This design comes from an exercise in tuning for small area on the open sky130 flow, not from production work.
In this exercise RTL edits were held to simulation tests only and were not proved equivalent to the original.
Power is estimated from default activity; no workload was simulated.

--- flow/config.mk ---
export PLATFORM = sky130hd
export DESIGN_NAME = regfile_mp_sb
export DESIGN_NICKNAME = regfile_mp_sb
export VERILOG_FILES = /design/flow/design.v
export SDC_FILE = /design/flow/constraint.sdc
export NUM_CORES = 4
export LEC_CHECK = 0
export CAP_MARGIN = 20
export CELL_PAD_IN_SITES_DETAIL_PLACEMENT = 1
export CORE_MARGIN = 2
export CORE_UTILIZATION = 25
export PLACE_DENSITY = 0.4
export SETUP_SLACK_MARGIN = 0.5
export SLEW_MARGIN = 20
--- flow/constraint.sdc ---
create_clock -name core_clock -period 6.5 [get_ports {clk}]
set_input_delay 1.3000 -clock core_clock [delete_from_list [all_inputs] [get_ports {clk}]]
set_output_delay 1.3000 -clock core_clock [all_outputs]
set_load 0.01 [all_outputs]
--- flow/design.v ---
module regfile_mp_sb #(
   parameter  int XLEN     = 32,
   parameter  int NREG     = 32,
   parameter  int NRD      = 2,
   parameter  int NWR      = 2,
   parameter  int ZERO_REG = 1,
   localparam int AW       = $clog2(NREG)
) (
   input  logic                clk,
   input  logic                rst_n,
   input  logic [NRD*AW-1:0]   rd_addr,
   output logic [NRD*XLEN-1:0] rd_data,
   output logic [NRD-1:0]      rd_busy,
   input  logic [NWR-1:0]      wr_en,
   input  logic [NWR*AW-1:0]   wr_addr,
   input  logic [NWR*XLEN-1:0] wr_data,
   input  logic                iss_en,
   input  logic [AW-1:0]       iss_addr,
   output logic                iss_ok,
   output logic [NREG-1:0]     busy_vec
);
   localparam bit ZR = (ZERO_REG != 0);
   logic [XLEN-1:0] mem_q [NREG];
   logic [NREG-1:0] busy_q;
   logic [NREG-1:0] busy_d;
   logic [NWR-1:0]  wr_eff;
   logic            iss_hit;
   logic            iss_zero;
   logic            iss_acc;
   always_comb begin
      wr_eff = '0;
      for (int j = 0; j < NWR; j++)
         wr_eff[j] = wr_en[j] && !(ZR && wr_addr[j*AW +: AW] == '0);
   end
   for (genvar i = 0; i < NRD; i++) begin : g_rd
      logic [AW-1:0]   ra;
      logic            hit;
      logic [XLEN-1:0] byp;
      assign ra = rd_addr[i*AW +: AW];
      always_comb begin
         hit = 1'b0;
         byp = '0;
         for (int j = 0; j < NWR; j++) begin
            if (wr_eff[j] && wr_addr[j*AW +: AW] == ra) begin
               hit = 1'b1;
               byp = wr_data[j*XLEN +: XLEN];
            end
         end
      end
      assign rd_data[i*XLEN +: XLEN] =
         (ZR && ra == '0) ? '0 : (hit ? byp : mem_q[ra]);
      assign rd_busy[i] = busy_q[ra] && !hit && !(ZR && ra == '0);
   end
   always_comb begin
      iss_hit = 1'b0;
      for (int j = 0; j < NWR; j++)
         if (wr_eff[j] && wr_addr[j*AW +: AW] == iss_addr)
            iss_hit = 1'b1;
   end
   assign iss_zero = ZR && iss_addr == '0;
   assign iss_ok   = iss_zero || !busy_q[iss_addr] || iss_hit;
   assign iss_acc  = iss_en && iss_ok && !iss_zero;
   always_comb begin
      busy_d = busy_q;
      for (int j = 0; j < NWR; j++)
         if (wr_eff[j])
            busy_d[wr_addr[j*AW +: AW]] = 1'b0;
      if (iss_acc)
         busy_d[iss_addr] = 1'b1;
   end
   always_ff @(posedge clk or negedge rst_n) begin
      if (!rst_n) begin
         busy_q <= '0;
      end else begin
         busy_q <= busy_d;
      end
   end
   always_ff @(posedge clk or negedge rst_n) begin
      if (!rst_n) begin
         for (int r = 0; r < NREG; r++)
            mem_q[r] <= '0;
      end else begin
         for (int j = 0; j < NWR; j++)
            if (wr_eff[j])
               mem_q[wr_addr[j*AW +: AW]] <= wr_data[j*XLEN +: XLEN];
      end
   end
   assign busy_vec = busy_q;
endmodule
--- flow/run.sh ---
#!/bin/bash
# synth_recipe.tcl (not shown) runs the flow's synth.tcl, then flattens the netlist and writes it again
# the make line also repeats each setting of config.mk as NAME=value (left out here)
make -C /OpenROAD-flow-scripts/flow DESIGN_CONFIG=/design/flow/config.mk WORK_HOME=/design/flow/orfs CLKGATE_MAP_FILE= SYNTH_SCRIPT=/design/flow/synth_recipe.tcl finish
==> impl_metrics.env, run 1 <==
export IMPL_antenna_found_initial=59
export IMPL_crit_path_start_kind="input pin"
export IMPL_p_leak_nw=33.61
export IMPL_cts_stage_hold_buffer_count=0
export IMPL_ys_warn_count=2
export IMPL_syn_cell_area_mm2=0.06376
export IMPL_timing_setup_critical_path_class="in2out"
export IMPL_synth_async_sr_flop_share_pct=100.0
export IMPL_cts_inserted_buffers=134
export IMPL_hp_class="in2async"
export IMPL_cts_clk_slew_worst_paths_ns=0.06
export IMPL_report_power_total_w=0.02350
export IMPL_count_of_flip_flops_with_a_built_in_enable_after_synthesis=0
export IMPL_synth_top_cells_by_area="sky130_fd_sc_hd__dfrtp_1, sky130_fd_sc_hd__mux2i_1, sky130_fd_sc_hd__a22oi_1"
export IMPL_worst_pin_slew_ns=1.350
export IMPL_worst_clock_skew_ns=0.007060
export IMPL_layout_filler_cells=28790
export IMPL_synth_main_ff_cell="sky130_fd_sc_hd__dfrtp_1"
export IMPL_final_hold_vios=0
export IMPL_syn_avg_cell_area_um2=8.944
export IMPL_cp_max_fo=15
export IMPL_slew_violations=0
export IMPL_yosysUniqueCellTypes=78
export IMPL_setup_violations_final=0
export IMPL_ir_drop_uv=303.6
export IMPL_design_die_area_mm2=0.2591
export IMPL_layout_cells_most_common_list="sky130_fd_sc_hd__dfrtp_1, sky130_fd_sc_hd__mux2i_1, sky130_fd_sc_hd__a22oi_1, sky130_fd_sc_hd__nor2_1, sky130_fd_sc_hd__a21oi_1"
export IMPL_fin_crit_sh_pct=94.35
export IMPL_synth_fp_nets=7239
export IMPL_max_slew_margin_rel_pct=10.01
export IMPL_drt_total_wl_mm=489.9
export IMPL_syn_to_final_growth_pct=23.04
export IMPL_worst_ep_arrival_time_ns=4.83
export IMPL_synthesis_instances=7129
export IMPL_synth_top_area_share_pct=40.19
export IMPL_die_w_um=509.0
export IMPL_num_nets_final=7345
export IMPL_wl_per_cell_um=45.68
export IMPL_mostFrequentLayoutCell="sky130_fd_sc_hd__dfrtp_1"
export IMPL_site_row_count=185
export IMPL_dr_pass1_iters=9
export IMPL_placement_io_buffers=192
export IMPL_setup_total_negative_slack_ns=0
export IMPL_htree_levels=4
export IMPL_grt_overflow_total=0
export IMPL_detail_route_drc_violations=0
export IMPL_initial_core_util_pct=25.11
export IMPL_clock_latency_at_the_later_pin_of_the_worst_skew_pair_ns=0.82
export IMPL_first_global_vias=66940
export IMPL_boundaryPins=193
export IMPL_grt_first_pass_wirelength_mm=641.4
export IMPL_max_cap_violations=0
export IMPL_required_ns=5.20
export IMPL_status="no timing/DRC/antenna violations"
export IMPL_postRouteAntennaNets=0
export IMPL_synth_seq_cells=1024
export IMPL_fin_crit_ns=6.132
export IMPL_cts_sink_count=1024
export IMPL_fmax_mhz=163.1
export IMPL_root_buffer="sky130_fd_sc_hd__clkbuf_16"
export IMPL_cts_tree="done"
export IMPL_gp_congestion=0.9845
export IMPL_detailedRoute_firstIterationViolations=11540
export IMPL_post_synth_top_area_cell="sky130_fd_sc_hd__dfrtp_1"
export IMPL_place_detailed_hpwl_mm=312.8
export IMPL_layout_drive_gt1_share_pct=15.27
export IMPL_grt_max_degree=157
export IMPL_placeableCoreArea_mm2=0.2539
export IMPL_hold_slack_ns=0.5471
export IMPL_p_per_area_mw_per_mm2=299.5
export IMPL_cts_buffer_depth=3
export IMPL_critPathCaptureType="output pin"
export IMPL_sequential_area_share_after_synthesis_pct=40.19
export IMPL_fp_dieH_um=509.0
export IMPL_groute_usage_overall_pct=36.59
export IMPL_rsz0062_at_grt="true"
export IMPL_via_per_inst=6.571
export IMPL_vias=70470
report_power, final:
part | internal [W] | switching (W) | total (W)
registers | 0.00813 | 0.00221 | 0.0103
logic | 0.00225 | 0.00292 | 0.00516
clock network | 0.00462 | 0.00338 | 0.00800
per-stage QoR:
step	worst slack [ns]	utilization (%)	cells	instance area [um^2]
3_3_place_gp	-0.7325	28.77	10420	73050
2_1_floorplan	1.379	-	7129	63760
6_report	0.3675	30.90	10720	78450
3_5_place_dp	-0.6468	28.79	10420	73100
4_1_cts	0.3740	30.75	10670	78090
5_1_grt	0.4685	30.86	10690	78370
path summary, 6_finish.rpt:
kind	start	end	slack (ns)	depth (start not counted)
worst max-delay path	rd_addr[9]	rd_data[37]	0.37	12
worst min-delay path	rst_n	mem_q[14][24]$_DFF_PN0_	0.55	1
worst max register to register	busy_q[12]$_DFF_PN0_	busy_q[13]$_DFF_PN0_	3.93	6
worst min register to register	mem_q[16][17]$_DFF_PN0_	mem_q[16][17]$_DFF_PN0_	0.61	2
max in group asynchronous	rst_n	busy_q[23]$_DFF_PN0_	4.21	3
min in group core_clock	mem_q[16][17]$_DFF_PN0_	mem_q[16][17]$_DFF_PN0_	0.61	2
registers in the layout, indices dropped and copies added (netlist names):
name    count
busy_q     32
mem_q     992
area by class of cell:
| cell class | instances | area (um^2) | share of cell area (%) |
|---|---|---|---|
| diodes | 36 | 90.09 | 0.1148 |
| clock buffers | 187 | 3837 | 4.892 |
| clock inverters | 36 | 571.8 | 0.7289 |
| inverters | 16 | 60.06 | 0.07656 |
| multi-input cells | 5242 | 35670 | 45.47 |
| flip-flops and latches | 1024 | 25620 | 32.66 |
| well taps | 3366 | 4212 | 5.368 |
| repair buffers | 817 | 8383 | 10.69 |
cells in the mapped netlist, drive strengths merged, types with 47 or more instances:
master / count
nor2: 737
a2111oi: 96
nand4: 103
nand3: 160
o21ai: 435
clkbuf: 539
dfrtp: 1024
nand2: 505
buf: 308
and3: 293
a21oi: 660
a22oi: 713
mux2i: 1015
o221ai: 47
nor4: 51
critical path, stage by stage:
cell                              delay (ns)
sky130_fd_sc_hd__clkdlybuf4s50_1        0.45
sky130_fd_sc_hd__buf_12                 0.18
sky130_fd_sc_hd__nor2_4                 0.16
sky130_fd_sc_hd__buf_4                  0.28
sky130_fd_sc_hd__and2_2                 0.55
sky130_fd_sc_hd__buf_4                  0.36
sky130_fd_sc_hd__a22oi_1                0.18
sky130_fd_sc_hd__nand4_1                0.26
sky130_fd_sc_hd__nor4_4                 0.10
sky130_fd_sc_hd__a211oi_4               0.50
sky130_fd_sc_hd__buf_4                  0.19
sky130_fd_sc_hd__dlygate4sd2_1          0.27
cells by family after synthesis:
logic type | share of synthesized area (%)
compound gates | 20.86
simple gates | 15.12
mux | 17.10
flops | 40.19
buf+inv | 5.893
xor+xnor | 0.5220
fa+ha+maj | 0.3140
routing by layer:
metal	track usage (%)	wire (um)	vias up
met2	51.64	199000	5737
met1	47.87	195700	36610
met5	0	280	-
met4	22.61	36110	40
met3	12.04	58750	1652
li1	-	-	26430
repair_timing:
| action | 4_1_cts | 5_1_grt |
|---|---|---|
| setup endpoints to repair | 45 | 37 |
| cloned | 0 | 1 |
| setup buffers | 27 | 13 |
| gates resized for setup | 96 | 58 |
| pin swaps | 17 | 22 |
==> run 2, diff against run 1 <==
==> flow/design.v (replaced) <==
module regfile_mp_sb #(
   parameter  int XLEN     = 32,
   parameter  int NREG     = 32,
   parameter  int NRD      = 2,
   parameter  int NWR      = 2,
   parameter  int ZERO_REG = 1,
   localparam int AW       = $clog2(NREG)
) (
   input  logic                clk,
   input  logic                rst_n,
   input  logic [NRD*AW-1:0]   rd_addr,
   output logic [NRD*XLEN-1:0] rd_data,
   output logic [NRD-1:0]      rd_busy,
   input  logic [NWR-1:0]      wr_en,
   input  logic [NWR*AW-1:0]   wr_addr,
   input  logic [NWR*XLEN-1:0] wr_data,
   input  logic                iss_en,
   input  logic [AW-1:0]       iss_addr,
   output logic                iss_ok,
   output logic [NREG-1:0]     busy_vec
);
   logic [AW-1:0]   wa0, wa1;
   logic [XLEN-1:0] wd0, wd1;
   assign wa0 = wr_addr[0 +: AW];
   assign wa1 = wr_addr[AW +: AW];
   assign wd0 = wr_data[0 +: XLEN];
   assign wd1 = wr_data[XLEN +: XLEN];
   logic [NREG-1:1] ws1, ws0, wh, we;
   always_comb begin
      for (int r = 1; r < NREG; r++) begin
         ws1[r] = wr_en[1] && (wa1 == AW'(r));
         ws0[r] = wr_en[0] && (wa0 == AW'(r)) && !ws1[r];
         we[r]  = ws1[r] || ws0[r];
         wh[r]  = !we[r];
      end
   end
   logic [XLEN-1:0] mem_q [1:NREG-1];
   logic [XLEN-1:0] mem_d [1:NREG-1];
   logic [NREG-1:1] vld_q, vld_d;
   logic [NREG-1:1] busy_q, busy_d, busy_w;
   for (genvar r = 1; r < NREG; r++) begin : g_w
      for (genvar b = 0; b < XLEN; b++) begin : g_b
         rf_wbit u_w (.s1(ws1[r]), .d1(wd1[b]), .s0(ws0[r]), .d0(wd0[b]),
                      .h(wh[r]), .q(mem_q[r][b]), .d(mem_d[r][b]));
      end
   end
   always_ff @(posedge clk) begin
      for (int r = 1; r < NREG; r++)
         mem_q[r] <= mem_d[r];
   end
   assign vld_d = vld_q | we;
   always_ff @(posedge clk or negedge rst_n) begin
      if (!rst_n)
         vld_q <= '0;
      else
         vld_q <= vld_d;
   end
   assign busy_w = busy_q & wh;
   for (genvar i = 0; i < NRD; i++) begin : g_rd
      logic [AW-1:0]   ra;
      logic [NREG-1:1] rs;
      logic            bsy;
      assign ra = rd_addr[i*AW +: AW];
      always_comb begin
         bsy = 1'b0;
         for (int r = 1; r < NREG; r++) begin
            rs[r] = (ra == AW'(r)) && vld_d[r];
            bsy   = bsy | ((ra == AW'(r)) && busy_w[r]);
         end
      end
      for (genvar b = 0; b < XLEN; b++) begin : g_b
         logic [NREG-1:1] col;
         for (genvar r = 1; r < NREG; r++) begin : g_c
            assign col[r] = mem_d[r][b];
         end
         rf_rbit u_r (.sel(rs), .din(col), .dout(rd_data[i*XLEN + b]));
      end
      assign rd_busy[i] = bsy;
   end
   logic iss_bsy;
   always_comb begin
      iss_bsy = 1'b0;
      for (int r = 1; r < NREG; r++)
         iss_bsy = iss_bsy | ((iss_addr == AW'(r)) && busy_w[r]);
   end
   assign iss_ok = !iss_bsy;
   always_comb begin
      for (int r = 1; r < NREG; r++)
         busy_d[r] = busy_w[r] || (iss_en && !iss_bsy && (iss_addr == AW'(r)));
   end
   always_ff @(posedge clk or negedge rst_n) begin
      if (!rst_n)
         busy_q <= '0;
      else
         busy_q <= busy_d;
   end
   assign busy_vec = {busy_q, 1'b0};
endmodule
module rf_wbit (
   input  logic s1, d1, s0, d0, h, q,
   output logic d
);
   assign d = (s1 & d1) | (s0 & d0) | (h & q);
endmodule
module rf_ao3 (
   input  logic [2:0] s,
   input  logic [2:0] x,
   output logic       y_n
);
   assign y_n = !(|(s & x));
endmodule
module rf_rbit (
   input  logic [31:1] sel,
   input  logic [31:1] din,
   output logic        dout
);
   logic [10:0] t_n;
   for (genvar k = 0; k < 10; k++) begin : g_k
      rf_ao3 u_a (.s(sel[3*k+1 +: 3]), .x(din[3*k+1 +: 3]), .y_n(t_n[k]));
   end
   assign t_n[10] = !(sel[31] & din[31]);
   assign dout = !(&t_n);
endmodule
--- a/flow/config.mk
+++ b/flow/config.mk
@@ -12,3 +12,5 @@
 export PLACE_DENSITY = 0.4
 export SETUP_SLACK_MARGIN = 0.5
 export SLEW_MARGIN = 20
+export SYNTH_HIERARCHICAL = 1
+export SYNTH_MINIMUM_KEEP_SIZE = 0
==> impl_metrics.env, run 2 <==
export IMPL_timing_critical_path_slowest_cell_delay_ns=0.66
export IMPL_biggestRegsByFlops="mem_q x992, busy_q x31, vld_q x31"
export IMPL_ff2ff_setup_slack_ns=1.78
export IMPL_hp_class="reg2reg"
export IMPL_syn_cell_area_mm2=0.04640
export IMPL_worst_ep_arrival_time_ns=4.99
export IMPL_drt_total_wl_mm=330.2
export IMPL_design_die_area_mm2=0.1891
export IMPL_cp_max_fo=7
export IMPL_post_synth_top_area_cell="sky130_fd_sc_hd__dfxtp_1"
export IMPL_fmax_mhz=158.9
export IMPL_netSwitchingPower_w=0.007111
export IMPL_synthesis_instances=4484
export IMPL_cts_inserted_buffers=131
export IMPL_timing_setup_critical_path_class="in2out"
export IMPL_first_global_vias=55390
export IMPL_layout_cells_most_common_list="sky130_fd_sc_hd__a222oi_1, sky130_fd_sc_hd__inv_1, sky130_fd_sc_hd__dfxtp_1, sky130_fd_sc_hd__buf_4, sky130_fd_sc_hd__buf_12"
export IMPL_internal_power_w=0.01478
export IMPL_synth_top_area_share_pct=42.80
export IMPL_clock_latency_at_the_later_pin_of_the_worst_skew_pair_ns=0.79
export IMPL_cts_stage_hold_buffer_count=0
export IMPL_required_ns=5.20
export IMPL_placeableCoreArea_mm2=0.1848
export IMPL_p_comb_share_pct=26.1
export IMPL_cts_clk_slew_worst_paths_ns=0.06
export IMPL_r2r_cells=36
export IMPL_gp_congestion=0.8952
export IMPL_wl_per_cell_um=39.20
export IMPL_cts_sink_count=1054
export IMPL_boundaryPins=193
export IMPL_top_register="mem_q"
export IMPL_antenna_found_initial=14
export IMPL_detailedRoute_firstIterationViolations=14580
export IMPL_power_switching_share_pct=32.48
export IMPL_crit_start="wr_addr[6]"
export IMPL_grt_first_pass_wirelength_mm=449.5
export IMPL_syn_to_final_growth_pct=46.72
export IMPL_synth_main_ff_cell="sky130_fd_sc_hd__dfxtp_1"
export IMPL_synth_fp_nets=4578
export IMPL_max_cap_violations=0
export IMPL_worst_path_most_repeated_cell="sky130_fd_sc_hd__buf_8"
export IMPL_place_detailed_hpwl_mm=207.1
export IMPL_grt_overflow_total=0
export IMPL_worstReg2RegEnd="mem_q[13][16]$_DFF_P_"
export IMPL_largest_reg_flops=992
export IMPL_htree_levels=4
export IMPL_rsz0062_at_grt="true"
export IMPL_setup_violations_final=0
export IMPL_fin_crit_sh_pct=96.80
export IMPL_path_cells="buf_8, or4b_4, buf_8, o22ai_4, clkinv_4, buf_12, buf_8, a222oi_1, inv_1, a222oi_1, nand4_1, a2111o_1, buf_2"
export IMPL_detail_route_drc_violations=0
export IMPL_postRouteAntennaNets=0
export IMPL_p_per_area_mw_per_mm2=321.6
export IMPL_via_per_inst=6.837
export IMPL_mostFrequentLayoutCell="sky130_fd_sc_hd__a222oi_1"
export IMPL_worst_clock_skew_ns=0.009736
export IMPL_crit_path_start_kind="input pin"
export IMPL_layout_drive_gt1_share_pct=26.33
export IMPL_yosys_top_cells_count="sky130_fd_sc_hd__a222oi_1, sky130_fd_sc_hd__inv_1, sky130_fd_sc_hd__dfxtp_1, sky130_fd_sc_hd__nand4_1, sky130_fd_sc_hd__nor3_1"
export IMPL_max_slew_margin_rel_pct=28.62
export IMPL_cts_buffer_depth=3
export IMPL_initial_core_util_pct=25.11
export IMPL_grt_max_degree=63
export IMPL_groute_usage_overall_pct=32.94
export IMPL_dr_pass1_iters=13
export IMPL_count_of_flip_flops_with_a_built_in_enable_after_synthesis=0
export IMPL_ir_drop_uv=288.1
export IMPL_hold_slack_ns=0.4858
export IMPL_cts_tree="done"
export IMPL_status="no timing/DRC/antenna violations"
export IMPL_synth_seq_cells=1054
export IMPL_synth_top_cells_by_area="sky130_fd_sc_hd__dfxtp_1, sky130_fd_sc_hd__a222oi_1, sky130_fd_sc_hd__inv_1"
export IMPL_site_row_count=158
export IMPL_syn_avg_cell_area_um2=10.35
export IMPL_setup_worst_path_end="rd_data[35]"
export IMPL_yosysUniqueCellTypes=61
export IMPL_critical_path_slowest_cell="sky130_fd_sc_hd__a222oi_1"
export IMPL_synth_async_sr_flop_share_pct=5.882
export IMPL_yosysMostFrequentCell="sky130_fd_sc_hd__a222oi_1"
export IMPL_die_w_um=434.8
export IMPL_root_buffer="sky130_fd_sc_hd__clkbuf_16"
export IMPL_final_hold_vios=0
export IMPL_sequential_area_share_after_synthesis_pct=46.14
export IMPL_placement_io_buffers=191
export IMPL_rr_startpoint="mem_q[13][16]$_DFF_P_"
export IMPL_report_power_total_w=0.02190
export IMPL_num_nets_final=5933
export IMPL_p_leak_nw=30.99
export IMPL_vias=57600
export IMPL_ys_warn_count=10
export IMPL_fp_dieH_um=434.8
export IMPL_critPathCaptureType="output pin"
export IMPL_sequential_share_of_power_pct=39.1
export IMPL_pwr_share_clk_pct=34.8
export IMPL_fin_crit_ns=6.292
export IMPL_worst_pin_slew_ns=1.068
export IMPL_slew_violations=0
[run 2: cell type report]
class                   instances  area [um^2]
inverters                    1032         3879
multi-input cells            2348        22640
well taps                    2480         3103
fillers                     20390       116800
diodes                          7        17.52
flip-flops and latches       1054        21410
repair buffers               1272        12680
clock inverters                39        447.9
clock buffers                 192         3902
[run 2: what timing repair did]
item,4_1_cts,5_1_grt
pin swaps,154,192
setup buffers,162,74
gates resized for setup,267,179
gates cloned,11,2
endpoints found under the setup margin,66,61
endpoints found under the hold margin,0,0
[run 2: cells by family after synthesis]
logic type,after synthesis,synth area share [%]
mux,7,0.1537
other cells,1,0.008081
buf+inv,1090,8.903
compound gates,1844,39.13
flops,1054,46.14
simple gates,488,5.665
[run 2: worst min path at each step]
stage / start / end / cells after the start
5_1_grt: vld_q[27]$_DFF_PN0_ / vld_q[27]$_DFF_PN0_ / 2
2_1_floorplan: vld_q[12]$_DFF_PN0_ / vld_q[12]$_DFF_PN0_ / 2
4_1_cts: vld_q[27]$_DFF_PN0_ / vld_q[27]$_DFF_PN0_ / 2
3_3_place_gp: vld_q[27]$_DFF_PN0_ / vld_q[27]$_DFF_PN0_ / 2
3_5_place_dp: vld_q[27]$_DFF_PN0_ / vld_q[27]$_DFF_PN0_ / 2
6_report: vld_q[12]$_DFF_PN0_ / vld_q[12]$_DFF_PN0_ / 2
[run 2: critical path: cells and delay by family]
kind,cells,cell delay (ns)
and+or+nand+nor,2,0.88
AOI/OAI and AO/OA,4,1.78
buffers and inverters,7,1.01
[run 2: stage by stage]
step | setup WS (ns) | util [%] | area (um^2) | std cells | TNS, ns
finish | 0.2080 | 36.83 | 68080 | 8424 | 0
global route | 0.2426 | 36.83 | 68070 | 8418 | 0
CTS | 0.4545 | 36.33 | 67140 | 8341 | 0
detailed placement | -0.4928 | 32.88 | 60780 | 7937 | -15.43
global placement | -0.5194 | 32.80 | 60630 | 7927 | -15.27
floorplan | 0.4920 | - | 47110 | 4484 | 0
[run 2: modules after synthesis (local to each module, per instance)]
module | cell area, um^2 | copies in the design | flops+latches
rf_ao3 | 10.01 | 640 | 0
rf_wbit | 13.76 | 992 | 0
regfile_mp_sb | 24580 | 1 | 1054
rf_rbit | 27.53 | 64 | 0
[run 2: power groups by stage]
stage / clock, W / sequential [W] / combinational, W
finish: 0.00761 / 0.00857 / 0.00571
global route: 0.00792 / 0.00870 / 0.00605
CTS: 0.00765 / 0.00856 / 0.00537
detailed placement: 0 / 0.00869 / 0.00518
global placement: 0 / 0.00861 / 0.00504
floorplan: 0 / 0.00854 / 0.00285
[run 2: metal layers]
metal	track usage [%]	vias to the layer above	wire length, um
li1	-	22810	-
met3	8.491	891	41090
met2	50.31	4510	143800
met4	18.04	6	20250
met1	42.23	29380	125000
met5	0	-	46
==> run 3, diff against run 2 <==
--- a/flow/design.v
+++ b/flow/design.v
@@ -25,13 +25,24 @@
    assign wa1 = wr_addr[AW +: AW];
    assign wd0 = wr_data[0 +: XLEN];
    assign wd1 = wr_data[XLEN +: XLEN];
-   logic [NREG-1:1] ws1, ws0, wh, we;
+   logic [NREG-1:1] x1_n, x0_n, ws1_n, ws0_n, wh_n;
+   logic [NREG-1:1] we;
+   logic [NREG-1:1] ws1 [2], ws0 [2], wh [2];
    always_comb begin
       for (int r = 1; r < NREG; r++) begin
-         ws1[r] = wr_en[1] && (wa1 == AW'(r));
-         ws0[r] = wr_en[0] && (wa0 == AW'(r)) && !ws1[r];
-         we[r]  = ws1[r] || ws0[r];
-         wh[r]  = !we[r];
+         x1_n[r]  = !(wr_en[1] && (wa1 == AW'(r)));
+         x0_n[r]  = !(wr_en[0] && (wa0 == AW'(r)));
+         ws1_n[r] = x1_n[r];
+         ws0_n[r] = x0_n[r] || !x1_n[r];
+         wh_n[r]  = !(x1_n[r] && x0_n[r]);
+         we[r]    = wh_n[r];
+      end
+   end
+   for (genvar r = 1; r < NREG; r++) begin : g_ws
+      for (genvar k = 0; k < 2; k++) begin : g_k
+         rf_inv u_s1 (.a(ws1_n[r]), .y(ws1[k][r]));
+         rf_inv u_s0 (.a(ws0_n[r]), .y(ws0[k][r]));
+         rf_inv u_h  (.a(wh_n[r]),  .y(wh[k][r]));
       end
    end
    logic [XLEN-1:0] mem_q [1:NREG-1];
@@ -40,8 +51,8 @@
    logic [NREG-1:1] busy_q, busy_d, busy_w;
    for (genvar r = 1; r < NREG; r++) begin : g_w
       for (genvar b = 0; b < XLEN; b++) begin : g_b
-         rf_wbit u_w (.s1(ws1[r]), .d1(wd1[b]), .s0(ws0[r]), .d0(wd0[b]),
-                      .h(wh[r]), .q(mem_q[r][b]), .d(mem_d[r][b]));
+         rf_wbit u_w (.s1(ws1[b/16][r]), .d1(wd1[b]), .s0(ws0[b/16][r]), .d0(wd0[b]),
+                      .h(wh[b/16][r]), .q(mem_q[r][b]), .d(mem_d[r][b]));
       end
    end
    always_ff @(posedge clk) begin
@@ -55,17 +66,23 @@
       else
          vld_q <= vld_d;
    end
-   assign busy_w = busy_q & wh;
+   assign busy_w = busy_q & ~we;
    for (genvar i = 0; i < NRD; i++) begin : g_rd
       logic [AW-1:0]   ra;
-      logic [NREG-1:1] rs;
+      logic [NREG-1:1] rs_n;
+      logic [NREG-1:1] rs [2];
       logic            bsy;
       assign ra = rd_addr[i*AW +: AW];
       always_comb begin
          bsy = 1'b0;
          for (int r = 1; r < NREG; r++) begin
-            rs[r] = (ra == AW'(r)) && vld_d[r];
+            rs_n[r] = !((ra == AW'(r)) && vld_d[r]);
             bsy   = bsy | ((ra == AW'(r)) && busy_w[r]);
+         end
+      end
+      for (genvar r = 1; r < NREG; r++) begin : g_rs
+         for (genvar k = 0; k < 2; k++) begin : g_k
+            rf_inv u_rs (.a(rs_n[r]), .y(rs[k][r]));
          end
       end
       for (genvar b = 0; b < XLEN; b++) begin : g_b
@@ -73,7 +90,7 @@
          for (genvar r = 1; r < NREG; r++) begin : g_c
             assign col[r] = mem_d[r][b];
          end
-         rf_rbit u_r (.sel(rs), .din(col), .dout(rd_data[i*XLEN + b]));
+         rf_rbit u_r (.sel(rs[b/16]), .din(col), .dout(rd_data[i*XLEN + b]));
       end
       assign rd_busy[i] = bsy;
    end
@@ -121,3 +138,9 @@
    assign t_n[10] = !(sel[31] & din[31]);
    assign dout = !(&t_n);
 endmodule
+module rf_inv (
+   input  logic a,
+   output logic y
+);
+   assign y = !a;
+endmodule
==> flow/flow/run.sh (new file) <==
#!/bin/bash
# Standard ORFS layout (the standard.sh, unchanged synthesis), with:
#  - port buffers made of buf_2 instead of the default delay buffer,
#  - clock tree from clkbuf_8 with larger sink clusters and no dummy loads.
# make's full output goes to make.log; ORFS keeps each step's log in orfs/logs.
set -euo pipefail
bash standard.sh \
  "BUFFER_PORTS_ARGS=-buffer_cell sky130_fd_sc_hd__buf_2" \
  "CTS_ARGS=-sink_clustering_enable -repair_clock_nets -dont_use_dummy_load -buf_list sky130_fd_sc_hd__clkbuf_8 -sink_clustering_size 12 -sink_clustering_max_diameter 50" \
  finish > make.log 2>&1
==> flow/standard.sh (new file) <==
#!/bin/bash
# synth_recipe.tcl (not shown) runs the flow's synth.tcl, then flattens the netlist and writes it again
# the make line also repeats each setting of config.mk as NAME=value (left out here)
make -C /OpenROAD-flow-scripts/flow DESIGN_CONFIG=/design/flow/config.mk WORK_HOME=/design/flow/orfs CLKGATE_MAP_FILE= SYNTH_SCRIPT=/design/flow/synth_recipe.tcl "${@:-finish}"
--- a/flow/config.mk
+++ b/flow/config.mk
@@ -8,9 +8,10 @@
 export CAP_MARGIN = 20
 export CELL_PAD_IN_SITES_DETAIL_PLACEMENT = 1
 export CORE_MARGIN = 2
-export CORE_UTILIZATION = 25
-export PLACE_DENSITY = 0.4
-export SETUP_SLACK_MARGIN = 0.5
+export CORE_UTILIZATION = 35
+export GPL_TIMING_DRIVEN = 0
+export PLACE_DENSITY = 0.5
+export SETUP_SLACK_MARGIN = 0
 export SLEW_MARGIN = 20
 export SYNTH_HIERARCHICAL = 1
 export SYNTH_MINIMUM_KEEP_SIZE = 0
removed: flow/run.sh
==> impl_metrics.env, run 3 <==
export IMPL_worstReg2RegEnd="busy_q[12]$_DFF_PN0_"
export IMPL_boundaryPins=193
export IMPL_synth_async_sr_flop_share_pct=5.882
export IMPL_biggestRegsByFlops="mem_q x992, busy_q x31, vld_q x31"
export IMPL_cp_max_fo=15
export IMPL_htree_levels=4
export IMPL_synth_mux_area_fraction_pct=0.06330
export IMPL_status="failed layout checks"
export IMPL_yosys_top_cells_count="sky130_fd_sc_hd__a222oi_1, sky130_fd_sc_hd__inv_1, sky130_fd_sc_hd__dfxtp_1, sky130_fd_sc_hd__nand2_1, sky130_fd_sc_hd__nand4_1"
export IMPL_fp_dieH_um=372.2
export IMPL_synth_compound_area_share_pct=37.84
export IMPL_seqCellArea_mm2=0.02141
export IMPL_post_synth_xor_area_fraction_pct=0
export IMPL_synth_adder_area_share_pct=0
export IMPL_postRouteAntennaNets=0
export IMPL_setup_worst_path_end="rd_data[30]"
export IMPL_drt_total_wl_mm=250.8
export IMPL_postPlaceCellArea_mm2=0.05066
export IMPL_final_hold_vios=0
export IMPL_placement_io_buffers=184
export IMPL_final_util_pct=39.56
export IMPL_maxUsedRoutingLayer="met5"
export IMPL_ff2ff_setup_slack_ns=3.67
export IMPL_gp_congestion=1.034
export IMPL_place_detailed_hpwl_mm=175.8
export IMPL_internal_power_w=0.01153
export IMPL_wl_per_cell_um=36.13
export IMPL_required_ns=5.20
export IMPL_synthesis_instances=4765
export IMPL_detail_route_drc_violations=0
export IMPL_critical_path_slowest_cell="sky130_fd_sc_hd__a222oi_1"
export IMPL_post_synth_top_area_cell="sky130_fd_sc_hd__dfxtp_1"
export IMPL_sequential_area_share_after_synthesis_pct=45.13
export IMPL_synth_simple_area_share_pct=6.106
export IMPL_synth_seq_cells=1054
export IMPL_initial_core_util_pct=35.15
export IMPL_timing_setup_critical_path_class="in2out"
export IMPL_p_per_area_mw_per_mm2=325.9
export IMPL_layout_filler_cells=15270
export IMPL_cts_sink_count=1054
export IMPL_routedLengthMet1_mm=106.4
export IMPL_first_global_vias=48620
export IMPL_antenna_found_initial=21
export IMPL_report_power_total_w=0.01740
export IMPL_via_per_inst=7.389
export IMPL_crit_path_start_kind="input pin"
export IMPL_clock_latency_at_the_later_pin_of_the_worst_skew_pair_ns=0.90
export IMPL_detailedRoute_firstIterationViolations=13930
export IMPL_crit_start="wr_addr[9]"
export IMPL_count_of_flip_flops_with_a_built_in_enable_after_synthesis=0
export IMPL_layout_drive_gt1_share_pct=9.957
export IMPL_max_slew_margin_rel_pct=19.48
export IMPL_final_area_mm2=0.05338
export IMPL_pwr_share_clk_pct=25.3
export IMPL_routed_wl_met3_mm=33.65
export IMPL_dr_pass1_iters=14
export IMPL_cts_clk_slew_worst_paths_ns=0.07
export IMPL_slew_violations=0
export IMPL_placeableCoreArea_mm2=0.1350
export IMPL_finalWorstSetupSlack_ns=-0.08563
export IMPL_timing_critical_path_slowest_cell_delay_ns=0.71
export IMPL_syn_to_final_growth_pct=12.53
export IMPL_worst_ep_arrival_time_ns=5.29
export IMPL_num_nets_final=5248
export IMPL_setup_violations_final=16
export IMPL_mostFrequentLayoutCell="sky130_fd_sc_hd__a222oi_1"
export IMPL_worst_pin_slew_ns=1.203
export IMPL_grt_max_degree=42
export IMPL_cts_tree="done"
export IMPL_layout_cells_most_common_list="sky130_fd_sc_hd__a222oi_1, sky130_fd_sc_hd__inv_1, sky130_fd_sc_hd__dfxtp_1, sky130_fd_sc_hd__buf_2, sky130_fd_sc_hd__clkbuf_8"
export IMPL_critPathCaptureType="output pin"
export IMPL_worst_setup_timing_slack_at_the_placement_stage_ns=-0.8343
export IMPL_synth_top_cells_by_area="sky130_fd_sc_hd__dfxtp_1, sky130_fd_sc_hd__a222oi_1, sky130_fd_sc_hd__inv_1"
export IMPL_groute_usage_overall_pct=34.33
export IMPL_worst_clock_skew_ns=0.05694
export IMPL_logic_depth_of_the_worst_setup_path_including_buffers=12
export IMPL_ys_warn_count=15
export IMPL_cp_buffers_inverters=5
export IMPL_p_leak_nw=26.25
export IMPL_yosysMostFrequentCell="sky130_fd_sc_hd__a222oi_1"
export IMPL_top_register="mem_q"
export IMPL_fmax_mhz=151.8
export IMPL_design_die_area_mm2=0.1385
export IMPL_vias=51300
export IMPL_fin_crit_sh_pct=101.3
export IMPL_largest_reg_flops=992
export IMPL_hold_slack_ns=0.3135
export IMPL_dr_wl_met2_mm=105.3
export IMPL_sequential_share_of_power_pct=49.5
export IMPL_cts_inserted_buffers=140
export IMPL_yosysUniqueCellTypes=68
export IMPL_crit_family="simple AND/OR/NAND/NOR gates"
export IMPL_rr_startpoint="busy_q[26]$_DFF_PN0_"
export IMPL_syn_cell_area_mm2=0.04744
export IMPL_syn_avg_cell_area_um2=9.956
export IMPL_cts_stage_hold_buffer_count=0
export IMPL_synth_main_ff_cell="sky130_fd_sc_hd__dfxtp_1"
export IMPL_max_cap_violations=0
export IMPL_hp_class="in2async"
export IMPL_combinational_family_with_the_most_area_after_synthesis="compound AO/OA/AOI/OAI gates"
export IMPL_multiInputGateArea_mm2=0.02102
export IMPL_fin_crit_ns=6.586
export IMPL_grt_first_pass_wirelength_mm=352.2
export IMPL_p_comb_share_pct=25.2
export IMPL_cts_buffer_depth=3
export IMPL_failed_layout_checks="negative setup slack"
export IMPL_synth_fp_nets=4859
export IMPL_r2r_cells=7
export IMPL_ir_drop_uv=162.9
export IMPL_site_row_count=135
export IMPL_netSwitchingPower_w=0.005863
export IMPL_synth_top_area_share_pct=41.86
export IMPL_power_switching_share_pct=33.70
export IMPL_path_cells="buf_2, and4b_1, nand2_1, nand3_1, clkinvlp_4, buf_4, a222oi_1, inv_1, a222oi_1, nand4_1, a2111o_1, buf_2"
export IMPL_root_buffer="sky130_fd_sc_hd__clkbuf_8"
export IMPL_grt_overflow_total=0
export IMPL_die_w_um=372.2
-- run 3: cell types whose count changed in the layout (fill, tap and decap cells not counted), sizes merged, moves of 24 or more --
| cell | previous run | this run |
|---|---|---|
| buf | 1113 | 265 |
| inv | 1035 | 1294 |
| nor3 | 119 | 6 |
| nand3 | 8 | 112 |
| clkdlybuf4s50 | 102 | 0 |
| nand2 | 86 | 147 |
| clkbuf | 218 | 162 |
| nor2 | 68 | 22 |
| clkinv | 29 | 1 |
| o221ai | 36 | 12 |
| or2 | 8 | 32 |
-- run 3: cells by family after synthesis --
family / Yosys count
compound gates: 1823
buf+inv: 1356
flops: 1054
simple gates: 528
mux: 3
other cells: 1
-- run 3: power by group through the flow --
stage	sequential, W	combinational (W)	clock (W)
after global placement	0.00864	0.00403	0
after detailed placement	0.00872	0.00420	0
after CTS	0.00858	0.00423	0.00447
after global routing	0.00872	0.00474	0.00472
after floorplan	0.00854	0.00275	0
final	0.00860	0.00439	0.00441
-- run 3: routing by layer --
layer	up-vias	GRT usage, %
li1	21200	-
met2	3564	50.41
met1	26160	49.33
met3	362	9.745
met5	-	0
met4	10	7.847
-- run 3: layout make-up --
type,instances,share of cell area (%)
Sequential cell,1054,40.11
Inverter,1316,9.401
Buffer,39,0.3867
Multi-Input combinational cell,2355,39.38
Tap cell,1781,4.174
Antenna cell,9,0.04219
Clock buffer,140,3.609
Timing Repair Buffer,248,2.902
-- run 3: worst min-delay path by stage --
| stage | startpoint | slack [ns] | end | depth (start not counted) |
|---|---|---|---|---|
| 5_1_grt | rst_n | 0.30 | busy_q[18]$_DFF_PN0_ | 1 |
| 2_1_floorplan | vld_q[10]$_DFF_PN0_ | 0.44 | vld_q[10]$_DFF_PN0_ | 1 |
| 3_3_place_gp | vld_q[6]$_DFF_PN0_ | 0.44 | vld_q[6]$_DFF_PN0_ | 1 |
| 3_5_place_dp | vld_q[6]$_DFF_PN0_ | 0.45 | vld_q[6]$_DFF_PN0_ | 1 |
| 6_report | rst_n | 0.31 | busy_q[30]$_DFF_PN0_ | 1 |
| 4_1_cts | rst_n | 0.25 | busy_q[8]$_DFF_PN0_ | 1 |
-- run 3: stage by stage --
| stage | std cells | setup TNS (ns) |
|---|---|---|
| after floorplan | 4765 | 0 |
| after detailed placement | 6734 | -39.72 |
| after global placement | 6730 | -68.64 |
| after CTS | 6880 | -0.1919 |
| final | 6942 | -0.4401 |
| after global routing | 6935 | -0.003552 |
-- run 3: modules after synthesis, one instance, submodules excluded --
| module | cell area [um^2] | cells inside |
|---|---|---|
| regfile_mp_sb | 24450 | 1575 |
| rf_ao3 | 10.01 | 1 |
| rf_inv | 3.754 | 1 |
| rf_rbit | 27.53 | 4 |
| rf_wbit | 13.76 | 2 |
-- run 3: what timing repair did --
action / in CTS / in global routing
endpoints found under the setup margin: 64 / 63
gates resized for setup: 28 / 45
buffers inserted: 7 / 52
pin swaps: 3 / 13
==> run 4, diff against run 3 <==
--- a/flow/flow/run.sh
+++ b/flow/flow/run.sh
@@ -6,5 +6,5 @@
 set -euo pipefail
 bash standard.sh \
   "BUFFER_PORTS_ARGS=-buffer_cell sky130_fd_sc_hd__buf_2" \
-  "CTS_ARGS=-sink_clustering_enable -repair_clock_nets -dont_use_dummy_load -buf_list sky130_fd_sc_hd__clkbuf_8 -sink_clustering_size 12 -sink_clustering_max_diameter 50" \
+  "CTS_ARGS=-sink_clustering_enable -repair_clock_nets -dont_use_dummy_load -buf_list sky130_fd_sc_hd__clkbuf_8 -sink_clustering_size 16 -sink_clustering_max_diameter 60" \
   finish > make.log 2>&1
--- a/flow/config.mk
+++ b/flow/config.mk
@@ -11,7 +11,7 @@
 export CORE_UTILIZATION = 35
 export GPL_TIMING_DRIVEN = 0
 export PLACE_DENSITY = 0.5
-export SETUP_SLACK_MARGIN = 0
+export SETUP_SLACK_MARGIN = 0.45
 export SLEW_MARGIN = 20
 export SYNTH_HIERARCHICAL = 1
 export SYNTH_MINIMUM_KEEP_SIZE = 0
==> impl_metrics.env, run 4 <==
export IMPL_synth_top_cells_by_area="sky130_fd_sc_hd__dfxtp_1, sky130_fd_sc_hd__a222oi_1, sky130_fd_sc_hd__inv_1"
export IMPL_yosys_top_cells_count="sky130_fd_sc_hd__a222oi_1, sky130_fd_sc_hd__inv_1, sky130_fd_sc_hd__dfxtp_1, sky130_fd_sc_hd__nand2_1, sky130_fd_sc_hd__nand4_1"
export IMPL_required_ns=5.20
export IMPL_gr_max_usage_layer="met2"
export IMPL_sequential_area_share_after_synthesis_pct=45.13
export IMPL_antenna_found_initial=19
export IMPL_worstReg2RegEnd="busy_q[12]$_DFF_PN0_"
export IMPL_synth_async_sr_flop_share_pct=5.882
export IMPL_via_per_inst=7.312
export IMPL_gr_usage_met2_pct=51.29
export IMPL_max_cap_violations=0
export IMPL_fmax_mhz=159.4
export IMPL_power_switching_share_pct=34.37
export IMPL_htree_levels=3
export IMPL_rsz0062_at_grt="true"
export IMPL_worst_path_most_repeated_cell="sky130_fd_sc_hd__buf_12"
export IMPL_groute_usage_overall_pct=34.61
export IMPL_crit_path_start_kind="input pin"
export IMPL_placed_cells=6734
export IMPL_grt_max_degree=42
export IMPL_dr_pass1_iters=13
export IMPL_crit_start="wr_addr[7]"
export IMPL_fp_dieH_um=372.2
export IMPL_path_cells="clkbuf_4, nor2b_1, buf_6, buf_12, nand2_8, o21ai_2, or2_2, nand3_1, clkinvlp_4, buf_12, a222oi_1, nand4_1, a2111o_1, buf_2"
export IMPL_timing_setup_critical_path_class="in2out"
export IMPL_drt_total_wl_mm=255.2
export IMPL_syn_avg_cell_area_um2=9.956
export IMPL_ir_drop_uv=149.2
export IMPL_largest_reg_flops=992
export IMPL_first_global_vias=49300
export IMPL_critical_path_slowest_cell="sky130_fd_sc_hd__a2111o_1"
export IMPL_vias=52380
export IMPL_synth_seq_cells=1054
export IMPL_num_nets_final=5466
export IMPL_postRouteAntennaNets=0
export IMPL_p_comb_share_pct=26.7
export IMPL_status="no timing/DRC/antenna violations"
export IMPL_pwr_share_clk_pct=22.7
export IMPL_grt_overflow_total=0
export IMPL_critPathCaptureType="output pin"
export IMPL_count_of_flip_flops_with_a_built_in_enable_after_synthesis=0
export IMPL_ys_warn_count=15
export IMPL_top_register="mem_q"
export IMPL_slew_violations=0
export IMPL_p_per_area_mw_per_mm2=299.7
export IMPL_placement_io_buffers=184
export IMPL_fin_crit_ns=6.273
export IMPL_synth_main_ff_cell="sky130_fd_sc_hd__dfxtp_1"
export IMPL_timing_critical_path_slowest_cell_delay_ns=0.62
export IMPL_r2r_cells=7
export IMPL_internal_power_w=0.01114
export IMPL_site_row_count=135
export IMPL_ff2ff_setup_slack_ns=3.68
export IMPL_worst_pin_slew_ns=1.217
export IMPL_sequential_share_of_power_pct=50.7
export IMPL_syn_cell_area_mm2=0.04744
export IMPL_layout_drive_gt1_share_pct=16.59
export IMPL_yosysMostFrequentCell="sky130_fd_sc_hd__a222oi_1"
export IMPL_cts_clk_slew_worst_paths_ns=0.09
export IMPL_rr_startpoint="busy_q[26]$_DFF_PN0_"
export IMPL_globalRouteMet1Util_pct=49.59
export IMPL_max_slew_margin_rel_pct=18.57
export IMPL_worst_clock_skew_ns=0.06937
export IMPL_gp_congestion=1.034
export IMPL_clock_latency_at_the_later_pin_of_the_worst_skew_pair_ns=0.85
export IMPL_die_w_um=372.2
export IMPL_detailedRoute_firstIterationViolations=14180
export IMPL_yosysUniqueCellTypes=68
export IMPL_cts_buffer_depth=3
export IMPL_setup_total_negative_slack_ns=0
export IMPL_grt_first_pass_wirelength_mm=356.4
export IMPL_detail_route_drc_violations=0
export IMPL_worst_setup_timing_slack_at_the_placement_stage_ns=-0.8343
export IMPL_boundaryPins=193
export IMPL_netSwitchingPower_w=0.005832
export IMPL_initial_core_util_pct=35.15
export IMPL_layout_cells_most_common_list="sky130_fd_sc_hd__a222oi_1, sky130_fd_sc_hd__inv_1, sky130_fd_sc_hd__dfxtp_1, sky130_fd_sc_hd__buf_4, sky130_fd_sc_hd__buf_2"
export IMPL_report_power_total_w=0.01697
export IMPL_wl_per_cell_um=35.62
export IMPL_cts_inserted_buffers=105
export IMPL_fin_crit_sh_pct=96.51
export IMPL_syn_to_final_growth_pct=19.34
export IMPL_synth_fp_nets=4859
export IMPL_root_buffer="sky130_fd_sc_hd__clkbuf_8"
export IMPL_worst_ep_arrival_time_ns=4.97
export IMPL_design_die_area_mm2=0.1385
export IMPL_p_leak_nw=27.06
export IMPL_biggestRegsByFlops="mem_q x992, busy_q x31, vld_q x31"
export IMPL_placeableCoreArea_mm2=0.1350
export IMPL_cts_tree="done"
export IMPL_setup_violations_final=0
export IMPL_hp_class="in2async"
export IMPL_final_hold_vios=0
export IMPL_final_util_pct=41.95
export IMPL_finalNonFillerCells=7163
export IMPL_mostFrequentLayoutCell="sky130_fd_sc_hd__a222oi_1"
export IMPL_post_synth_top_area_cell="sky130_fd_sc_hd__dfxtp_1"
export IMPL_synth_top_area_share_pct=41.86
export IMPL_cp_max_fo=15
export IMPL_finalWorstSetupSlack_ns=0.2266
export IMPL_place_detailed_hpwl_mm=175.8
export IMPL_gr_usage_met3_pct=9.392
export IMPL_synthesis_instances=4765
export IMPL_cts_sink_count=1054
export IMPL_setup_worst_path_end="rd_data[29]"
export IMPL_layout_filler_cells=15120
[run 4: what timing repair did]
item | in CTS | in global routing
setup endpoints to repair | 64 | 64
hold buffers | 0 | 0
resized for setup | 170 | 193
gates cloned | 0 | 3
setup buffers | 178 | 130
pin swaps | 43 | 109
[run 4: per-module statistics from Yosys (local to each module, per instance)]
module,flops+latches,area [um^2]
rf_ao3,0,10.01
regfile_mp_sb,1054,24450
rf_wbit,0,13.76
rf_inv,0,3.754
rf_rbit,0,27.53
[run 4: layout make-up]
class | instances | area [um^2] | share of cell area [%]
Multi-Input combinational cell | 2355 | 21470 | 37.92
Clock buffer | 105 | 1445 | 2.553
Antenna cell | 12 | 30.03 | 0.05304
Tap cell | 1781 | 2228 | 3.936
Sequential cell | 1054 | 21410 | 37.82
Timing Repair Buffer | 500 | 4405 | 7.782
Inverter | 1316 | 5335 | 9.424
Buffer | 40 | 291.5 | 0.5150
[run 4: kinds of logic after synthesis]
family	after synthesis	share of synthesized area, %
AOI/OAI and AO/OA	1823	37.84
DFF	1054	45.13
buffers and inverters	1356	10.85
other	1	0.007905
muxes	3	0.06330
and+or+nand+nor	528	6.106
[run 4: per-stage QoR]
stage               hold slack [ns]  cell area (um^2)
floorplan                    0.4371             47440
global placement             0.4449             50590
detailed placement           0.4516             50660
CTS                          0.3126             54550
global route                 0.3603             56590
finish                       0.3531             56610
[run 4: power groups by stage]
stage / logic [W] / clock network [W] / registers (W)
2_1_floorplan: 0.00275 / 0 / 0.00854
3_3_place_gp: 0.00403 / 0 / 0.00864
3_5_place_dp: 0.00420 / 0 / 0.00872
4_1_cts: 0.00428 / 0.00387 / 0.00857
5_1_grt: 0.00487 / 0.00412 / 0.00872
6_report: 0.00453 / 0.00384 / 0.00859
[run 4: layer usage]
| metal | routed length [um] | share of wire (%) |
|---|---|---|
| met3 | 34150 | 13 |
| met4 | 5565 | 2.2 |
| met5 | 172 | 0.067 |
| met2 | 108300 | 42 |
| met1 | 106900 | 42 |
[run 4: how the worst min path moves through the flow]
stage	to	slack (ns)
floorplan	vld_q[10]$_DFF_PN0_	0.44
global placement	vld_q[6]$_DFF_PN0_	0.44
detailed placement	vld_q[6]$_DFF_PN0_	0.45
CTS	busy_q[8]$_DFF_PN0_	0.31
global route	busy_q[18]$_DFF_PN0_	0.36
finish	busy_q[18]$_DFF_PN0_	0.35
[run 4: critical path: cells and delay by family]
| family | cells | cell delay, ns |
|---|---|---|
| buffers and inverters | 6 | 1.01 |
| AOI/OAI and AO/OA | 3 | 1.29 |
| and+or+nand+nor | 5 | 1.33 |
==> run 5, diff against run 4 <==
--- a/flow/design.v
+++ b/flow/design.v
@@ -25,6 +25,7 @@
    assign wa1 = wr_addr[AW +: AW];
    assign wd0 = wr_data[0 +: XLEN];
    assign wd1 = wr_data[XLEN +: XLEN];
+   logic            vld_q;
    logic [NREG-1:1] x1_n, x0_n, ws1_n, ws0_n, wh_n;
    logic [NREG-1:1] we;
    logic [NREG-1:1] ws1 [2], ws0 [2], wh [2];
@@ -34,8 +35,8 @@
          x0_n[r]  = !(wr_en[0] && (wa0 == AW'(r)));
          ws1_n[r] = x1_n[r];
          ws0_n[r] = x0_n[r] || !x1_n[r];
-         wh_n[r]  = !(x1_n[r] && x0_n[r]);
-         we[r]    = wh_n[r];
+         wh_n[r]  = !(x1_n[r] && x0_n[r] && vld_q);
+         we[r]    = !(x1_n[r] && x0_n[r]);
       end
    end
    for (genvar r = 1; r < NREG; r++) begin : g_ws
@@ -47,7 +48,6 @@
    end
    logic [XLEN-1:0] mem_q [1:NREG-1];
    logic [XLEN-1:0] mem_d [1:NREG-1];
-   logic [NREG-1:1] vld_q, vld_d;
    logic [NREG-1:1] busy_q, busy_d, busy_w;
    for (genvar r = 1; r < NREG; r++) begin : g_w
       for (genvar b = 0; b < XLEN; b++) begin : g_b
@@ -59,12 +59,11 @@
       for (int r = 1; r < NREG; r++)
          mem_q[r] <= mem_d[r];
    end
-   assign vld_d = vld_q | we;
    always_ff @(posedge clk or negedge rst_n) begin
       if (!rst_n)
-         vld_q <= '0;
+         vld_q <= 1'b0;
       else
-         vld_q <= vld_d;
+         vld_q <= 1'b1;
    end
    assign busy_w = busy_q & ~we;
    for (genvar i = 0; i < NRD; i++) begin : g_rd
@@ -76,7 +75,7 @@
       always_comb begin
          bsy = 1'b0;
          for (int r = 1; r < NREG; r++) begin
-            rs_n[r] = !((ra == AW'(r)) && vld_d[r]);
+            rs_n[r] = !(ra == AW'(r));
             bsy   = bsy | ((ra == AW'(r)) && busy_w[r]);
          end
       end
--- a/flow/config.mk
+++ b/flow/config.mk
@@ -11,7 +11,7 @@
 export CORE_UTILIZATION = 35
 export GPL_TIMING_DRIVEN = 0
 export PLACE_DENSITY = 0.5
-export SETUP_SLACK_MARGIN = 0.45
+export SETUP_SLACK_MARGIN = 0.4
 export SLEW_MARGIN = 20
 export SYNTH_HIERARCHICAL = 1
 export SYNTH_MINIMUM_KEEP_SIZE = 0
==> impl_metrics.env, run 5 <==
export IMPL_detail_route_drc_violations=0
export IMPL_dr_pass1_iters=22
export IMPL_num_nets_final=5269
export IMPL_worstReg2RegEnd="mem_q[12][30]$_DFF_P_"
export IMPL_placement_io_buffers=184
export IMPL_final_util_pct=40.81
export IMPL_synth_fp_nets=4772
export IMPL_grt_max_degree=33
export IMPL_groute_usage_overall_pct=32.69
export IMPL_finalNonFillerCells=6935
export IMPL_layout_cells_most_common_list="sky130_fd_sc_hd__a222oi_1, sky130_fd_sc_hd__inv_1, sky130_fd_sc_hd__dfxtp_1, sky130_fd_sc_hd__nand2_1, sky130_fd_sc_hd__buf_2"
export IMPL_worst_pin_slew_ns=1.267
export IMPL_initial_core_util_pct=35.23
export IMPL_cts_inserted_buffers=105
export IMPL_via_per_inst=7.247
export IMPL_crit_path_start_kind="input pin"
export IMPL_synth_seq_cells=1024
export IMPL_wl_per_cell_um=34.08
export IMPL_path_cells="buf_8, clkbuf_16, nor4bb_4, nand2_2, nand3b_1, clkinvlp_4, buf_12, a222oi_1, inv_1, a222oi_1, nand4_1, a2111o_1, buf_2"
export IMPL_grt_first_pass_wirelength_mm=335.9
export IMPL_gp_congestion=1.080
export IMPL_synthesis_instances=4678
export IMPL_postPlaceCellArea_mm2=0.04940
export IMPL_required_ns=5.20
export IMPL_biggestRegsByFlops="mem_q x992, busy_q x31, vld_q x1"
export IMPL_place_detailed_hpwl_mm=168.5
export IMPL_yosysMostFrequentCell="sky130_fd_sc_hd__a222oi_1"
export IMPL_vias=50260
export IMPL_slew_violations=0
export IMPL_ff2ff_setup_slack_ns=3.73
export IMPL_postRouteAntennaNets=0
export IMPL_critical_path_slowest_cell="sky130_fd_sc_hd__a222oi_1"
export IMPL_syn_cell_area_mm2=0.04626
export IMPL_max_slew_margin_rel_pct=15.56
export IMPL_first_global_vias=47280
export IMPL_boundaryPins=193
export IMPL_layout_filler_cells=14740
export IMPL_pwr_share_clk_pct=31.3
export IMPL_sequential_area_share_after_synthesis_pct=44.66
export IMPL_max_cap_violations=0
export IMPL_power_switching_share_pct=30.27
export IMPL_root_buffer="sky130_fd_sc_hd__clkbuf_8"
export IMPL_crit_start="wr_addr[9]"
export IMPL_fin_crit_ns=6.430
export IMPL_drt_total_wl_mm=236.4
export IMPL_cts_buffer_depth=3
export IMPL_critPathCaptureType="output pin"
export IMPL_cts_sink_count=1024
export IMPL_hold_slack_ns=0.4977
export IMPL_worst_path_most_repeated_cell="sky130_fd_sc_hd__a222oi_1"
export IMPL_clock_latency_at_the_later_pin_of_the_worst_skew_pair_ns=0.86
export IMPL_hp_class="reg2reg"
export IMPL_cts_clk_slew_worst_paths_ns=0.07
export IMPL_netSwitchingPower_w=0.003611
export IMPL_antenna_found_initial=16
export IMPL_report_power_total_w=0.01193
export IMPL_cts_tree="done"
export IMPL_synth_top_cells_by_area="sky130_fd_sc_hd__dfxtp_1, sky130_fd_sc_hd__a222oi_1, sky130_fd_sc_hd__inv_1"
export IMPL_synth_top_area_share_pct=42.93
export IMPL_worst_clock_skew_ns=0.07924
export IMPL_htree_levels=3
export IMPL_status="no timing/DRC/antenna violations"
export IMPL_largest_reg_flops=992
export IMPL_synth_async_sr_flop_share_pct=3.125
export IMPL_rr_startpoint="vld_q$_DFF_PN0_"
export IMPL_die_w_um=367.6
export IMPL_site_row_count=133
export IMPL_fin_crit_sh_pct=98.92
export IMPL_layout_drive_gt1_share_pct=11.79
export IMPL_fp_dieH_um=367.6
export IMPL_worst_ep_arrival_time_ns=5.13
export IMPL_rsz0062_at_grt="true"
export IMPL_p_comb_share_pct=13.3
export IMPL_yosys_top_cells_count="sky130_fd_sc_hd__a222oi_1, sky130_fd_sc_hd__inv_1, sky130_fd_sc_hd__dfxtp_1, sky130_fd_sc_hd__nand2_1, sky130_fd_sc_hd__nand4_1"
export IMPL_fmax_mhz=155.5
export IMPL_yosysUniqueCellTypes=47
export IMPL_setup_violations_final=0
export IMPL_p_per_area_mw_per_mm2=222.6
export IMPL_syn_avg_cell_area_um2=9.889
export IMPL_r2r_cells=6
export IMPL_ys_warn_count=15
export IMPL_post_synth_top_area_cell="sky130_fd_sc_hd__dfxtp_1"
export IMPL_placed_cells=6617
export IMPL_ir_drop_uv=141.6
export IMPL_setup_worst_path_end="rd_data[15]"
export IMPL_syn_to_final_growth_pct=15.84
export IMPL_timing_setup_critical_path_class="in2out"
export IMPL_final_area_mm2=0.05359
export IMPL_placeableCoreArea_mm2=0.1313
export IMPL_top_register="mem_q"
export IMPL_p_leak_nw=28.22
export IMPL_design_die_area_mm2=0.1351
export IMPL_final_hold_vios=0
export IMPL_grt_overflow_total=0
export IMPL_internal_power_w=0.008318
export IMPL_sequential_share_of_power_pct=55.4
export IMPL_count_of_flip_flops_with_a_built_in_enable_after_synthesis=0
export IMPL_synth_main_ff_cell="sky130_fd_sc_hd__dfxtp_1"
export IMPL_timing_critical_path_slowest_cell_delay_ns=0.69
export IMPL_mostFrequentLayoutCell="sky130_fd_sc_hd__a222oi_1"
export IMPL_cp_max_fo=8
export IMPL_detailedRoute_firstIterationViolations=12640
run 5: cell types whose count changed after synthesis, moves of 27 or more:
cell                       before  now
sky130_fd_sc_hd__nand3_1      112    5
sky130_fd_sc_hd__nand2_1      146  201
sky130_fd_sc_hd__o21ai_0       35    8
sky130_fd_sc_hd__dfrtp_1       62   32
sky130_fd_sc_hd__nand3b_1       6   33
sky130_fd_sc_hd__or2_2         30    0
run 5: worst min-delay path by stage:
stage	start	end	slack, ns	cells after the start
final	mem_q[29][21]$_DFF_P_	mem_q[29][21]$_DFF_P_	0.50	2
after CTS	mem_q[7][29]$_DFF_P_	mem_q[7][29]$_DFF_P_	0.49	2
after global placement	mem_q[13][15]$_DFF_P_	mem_q[13][15]$_DFF_P_	0.47	2
after floorplan	mem_q[10][0]$_DFF_P_	mem_q[10][0]$_DFF_P_	0.46	2
after global routing	mem_q[7][29]$_DFF_P_	mem_q[7][29]$_DFF_P_	0.51	2
after detailed placement	mem_q[3][30]$_DFF_P_	mem_q[3][30]$_DFF_P_	0.48	2
run 5: kinds of logic after synthesis:
family / count (synthesis) / share of synthesized area, %
buf+inv: 1350 / 11.04
flops: 1024 / 44.66
simple gates: 503 / 5.715
other cells: 2 / 0.01623
compound gates: 1799 / 38.57
run 5: Yosys stat by module (local to each module, per instance):
module         flip-flops and latches  cells inside
rf_rbit                             0             4
rf_ao3                              0             1
regfile_mp_sb                    1024          1488
rf_inv                              0             1
rf_wbit                             0             2
run 5: final cells by class:
type | count | area [um^2] | share of cell area, %
timing repair inverter | 2 | 10.01 | 0.01868
clock buffer | 105 | 1445 | 2.697
timing repair buffer | 388 | 3025 | 5.646
multi-input combinational | 2304 | 20760 | 38.74
sequential | 1024 | 20660 | 38.55
buffer | 45 | 415.4 | 0.7752
tap | 1755 | 2196 | 4.098
antenna | 7 | 17.52 | 0.03269
inverter | 1305 | 5056 | 9.435
run 5: repair_timing:
action,in CTS,in global routing
resized for setup,103,93
cloned,1,6
pin swaps,44,133
setup endpoints to repair,65,64
hold buffers,0,0
setup buffers,106,93
run 5: power by group through the flow:
| stage | Sequential (W) | Combinational [W] | Clock (W) |
|---|---|---|---|
| 2_1_floorplan | 0.00668 | 0.000582 | 0 |
| 3_3_place_gp | 0.00673 | 0.00131 | 0 |
| 3_5_place_dp | 0.00674 | 0.00133 | 0 |
| 4_1_cts | 0.00660 | 0.00143 | 0.00381 |
| 5_1_grt | 0.00662 | 0.00164 | 0.00404 |
| 6_report | 0.00661 | 0.00159 | 0.00373 |
run 5: worst max-delay path, delay by kind of cell:
kind,cells,cell delay [ns]
buf+inv,6,0.98
simple gates,4,1.17
compound gates,3,1.66
run 5: through the flow:
step / setup WS [ns] / TNS [ns]
final: 0.07040 / 0
after global routing: 0.08996 / 0
after CTS: 0.3387 / 0
after detailed placement: -0.8454 / -33.04
after global placement: -0.9246 / -40.39
after floorplan: 1.508 / 0
run 5: layer usage:
metal | part of all wire (%) | vias up | global-route usage, % | wire [um]
li1 | - | 21100 | - | -
met1 | 42 | 25740 | 46.11 | 100400
met2 | 43 | 3050 | 48.91 | 101400
met3 | 12 | 349 | 9.021 | 28820
met4 | 2.2 | 26 | 7.795 | 5289
met5 | 0.21 | - | 1.781 | 489
==> run 6, diff against run 5 <==
--- a/flow/config.mk
+++ b/flow/config.mk
@@ -9,9 +9,9 @@
 export CELL_PAD_IN_SITES_DETAIL_PLACEMENT = 1
 export CORE_MARGIN = 2
 export CORE_UTILIZATION = 35
-export GPL_TIMING_DRIVEN = 0
+export GPL_TIMING_DRIVEN = 1
 export PLACE_DENSITY = 0.5
-export SETUP_SLACK_MARGIN = 0.4
+export SETUP_SLACK_MARGIN = 0.45
 export SLEW_MARGIN = 20
 export SYNTH_HIERARCHICAL = 1
 export SYNTH_MINIMUM_KEEP_SIZE = 0
==> impl_metrics.env, run 6 <==
export IMPL_p_per_area_mw_per_mm2=222.8
export IMPL_gp_congestion=1.076
export IMPL_via_per_inst=7.464
export IMPL_setup_total_negative_slack_ns=0
export IMPL_cts_inserted_buffers=107
export IMPL_synthesis_instances=4678
export IMPL_p_leak_nw=28.73
export IMPL_synth_top_area_share_pct=42.93
export IMPL_yosysUniqueCellTypes=47
export IMPL_timing_hold_worst_endpoint="mem_q[13][8]$_DFF_P_"
export IMPL_design_die_area_mm2=0.1351
export IMPL_biggestRegsByFlops="mem_q x992, busy_q x31, vld_q x1"
export IMPL_syn_cell_area_mm2=0.04626
export IMPL_fp_dieH_um=367.6
export IMPL_ys_warn_count=15
export IMPL_setup_violations_final=0
export IMPL_hp_class="reg2reg"
export IMPL_antenna_found_initial=20
export IMPL_detailedRoute_firstIterationViolations=15040
export IMPL_rr_startpoint="busy_q[5]$_DFF_PN0_"
export IMPL_syn_to_final_growth_pct=16.89
export IMPL_placement_io_buffers=191
export IMPL_syn_avg_cell_area_um2=9.889
export IMPL_rsz0062_at_grt="true"
export IMPL_status="no timing/DRC/antenna violations"
export IMPL_worst_clock_skew_ns=0.08365
export IMPL_synth_top_cells_by_area="sky130_fd_sc_hd__dfxtp_1, sky130_fd_sc_hd__a222oi_1, sky130_fd_sc_hd__inv_1"
export IMPL_postPlaceCellArea_mm2=0.05129
export IMPL_yosysMostFrequentCell="sky130_fd_sc_hd__a222oi_1"
export IMPL_max_slew_margin_rel_pct=34.28
export IMPL_num_nets_final=5406
export IMPL_layout_cells_most_common_list="sky130_fd_sc_hd__a222oi_1, sky130_fd_sc_hd__inv_1, sky130_fd_sc_hd__dfxtp_1, sky130_fd_sc_hd__buf_4, sky130_fd_sc_hd__nand2_1"
export IMPL_groute_usage_overall_pct=36.15
export IMPL_first_global_vias=49170
export IMPL_worst_ep_arrival_time_ns=4.92
export IMPL_finalNonFillerCells=7081
export IMPL_initial_core_util_pct=35.23
export IMPL_htree_levels=3
export IMPL_placeableCoreArea_mm2=0.1313
export IMPL_worst_pin_slew_ns=0.9858
export IMPL_cts_sink_count=1024
export IMPL_max_cap_violations=0
export IMPL_mostFrequentLayoutCell="sky130_fd_sc_hd__a222oi_1"
export IMPL_wl_per_cell_um=36.71
export IMPL_ff2ff_setup_slack_ns=3.87
export IMPL_detail_route_drc_violations=0
export IMPL_sequential_area_share_after_synthesis_pct=44.66
export IMPL_fin_crit_ns=6.225
export IMPL_synth_fp_nets=4772
-- run 6: final cells by class --
class | instances | area, um^2 | share of cell area [%]
timing repair buffer | 570 | 4095 | 7.573
antenna | 16 | 40.04 | 0.07404
inverter | 1305 | 5011 | 9.267
sequential | 1024 | 20660 | 38.21
tap | 1755 | 2196 | 4.061
clock buffer | 107 | 1473 | 2.723
multi-input combinational | 2304 | 20600 | 38.09
-- run 6: stage by stage --
step,util (%),worst slack [ns],hold WS [ns]
after CTS,40.34,0.4505,0.4965
after detailed placement,39.06,0.2694,0.4790
after floorplan,-,1.508,0.4571
after global routing,41.16,0.2330,0.5152
final,41.18,0.2751,0.4945
after global placement,39.06,0.2885,0.4668
-- run 6: power breakdown --
part / switching (W) / leakage [nW] / internal [W]
clock: 0.00234 / 0.769 / 0.00145
combinational: 0.00122 / 19.5 / 0.000420
sequential: 0.000148 / 8.43 / 0.00647
total: 0.00370 / 28.7 / 0.00834
-- run 6: metal layers --
metal | vias up | global-route usage [%] | share of wire (%)
met3 | 458 | 11.74 | 15
met2 | 4155 | 52.77 | 42
met1 | 26830 | 51.40 | 41
met4 | 12 | 7.929 | 2.4
met5 | - | 0 | 0.030
li1 | 21400 | - | -
-- run 6: how the worst max path moves through the flow --
stage	to	start
global placement	rd_data[22]	wr_addr[7]
detailed placement	rd_data[56]	wr_addr[7]
finish	rd_data[45]	wr_addr[9]
floorplan	rd_data[0]	wr_addr[9]
global route	rd_data[55]	wr_addr[9]
CTS	rd_data[21]	wr_en[1]
-- run 6: cell families after synthesis --
family / Yosys count / synth area share (%)
DFF: 1024 / 44.66
other: 2 / 0.01623
AOI/OAI and AO/OA: 1799 / 38.57
buffers and inverters: 1350 / 11.04
and+or+nand+nor: 503 / 5.715
-- run 6: Yosys stat by module, one instance, submodules excluded --
module         area, um^2  copies in the design
regfile_mp_sb       23280                     1
rf_wbit             13.76                   992
rf_rbit             27.53                    64
rf_inv              3.754                   310
rf_ao3              10.01                   640
-- run 6: timing repair --
item / in CTS / in global routing
gates cloned: 0 / 2
buffers inserted: 19 / 85
endpoints found under the setup margin: 40 / 64
pin swaps: 8 / 62
hold buffers: 0 / 0
gates resized for setup: 16 / 71
-- run 6: critical path: stages --
cell	delay, ns
sky130_fd_sc_hd__buf_8	0.11
sky130_fd_sc_hd__buf_8	0.13
sky130_fd_sc_hd__nor3b_4	0.21
sky130_fd_sc_hd__buf_6	0.22
sky130_fd_sc_hd__buf_6	0.13
sky130_fd_sc_hd__nand2_4	0.05
sky130_fd_sc_hd__nand3b_1	0.16
sky130_fd_sc_hd__clkinvlp_4	0.20
sky130_fd_sc_hd__buf_12	0.17
sky130_fd_sc_hd__buf_4	0.15
sky130_fd_sc_hd__a222oi_1	0.26
sky130_fd_sc_hd__inv_1	0.12
sky130_fd_sc_hd__a222oi_1	0.85
sky130_fd_sc_hd__nand4_1	0.34
sky130_fd_sc_hd__a2111o_1	0.37
sky130_fd_sc_hd__buf_2	0.15

Setup slack of run 6, layout unchanged: 0.275 ns with ideal ports, 0.234 ns with driving cells assumed (clock clkbuf_16, inputs buf_2), 0.234 ns with port delays also shifted by the 0.903 ns mid clock arrival.
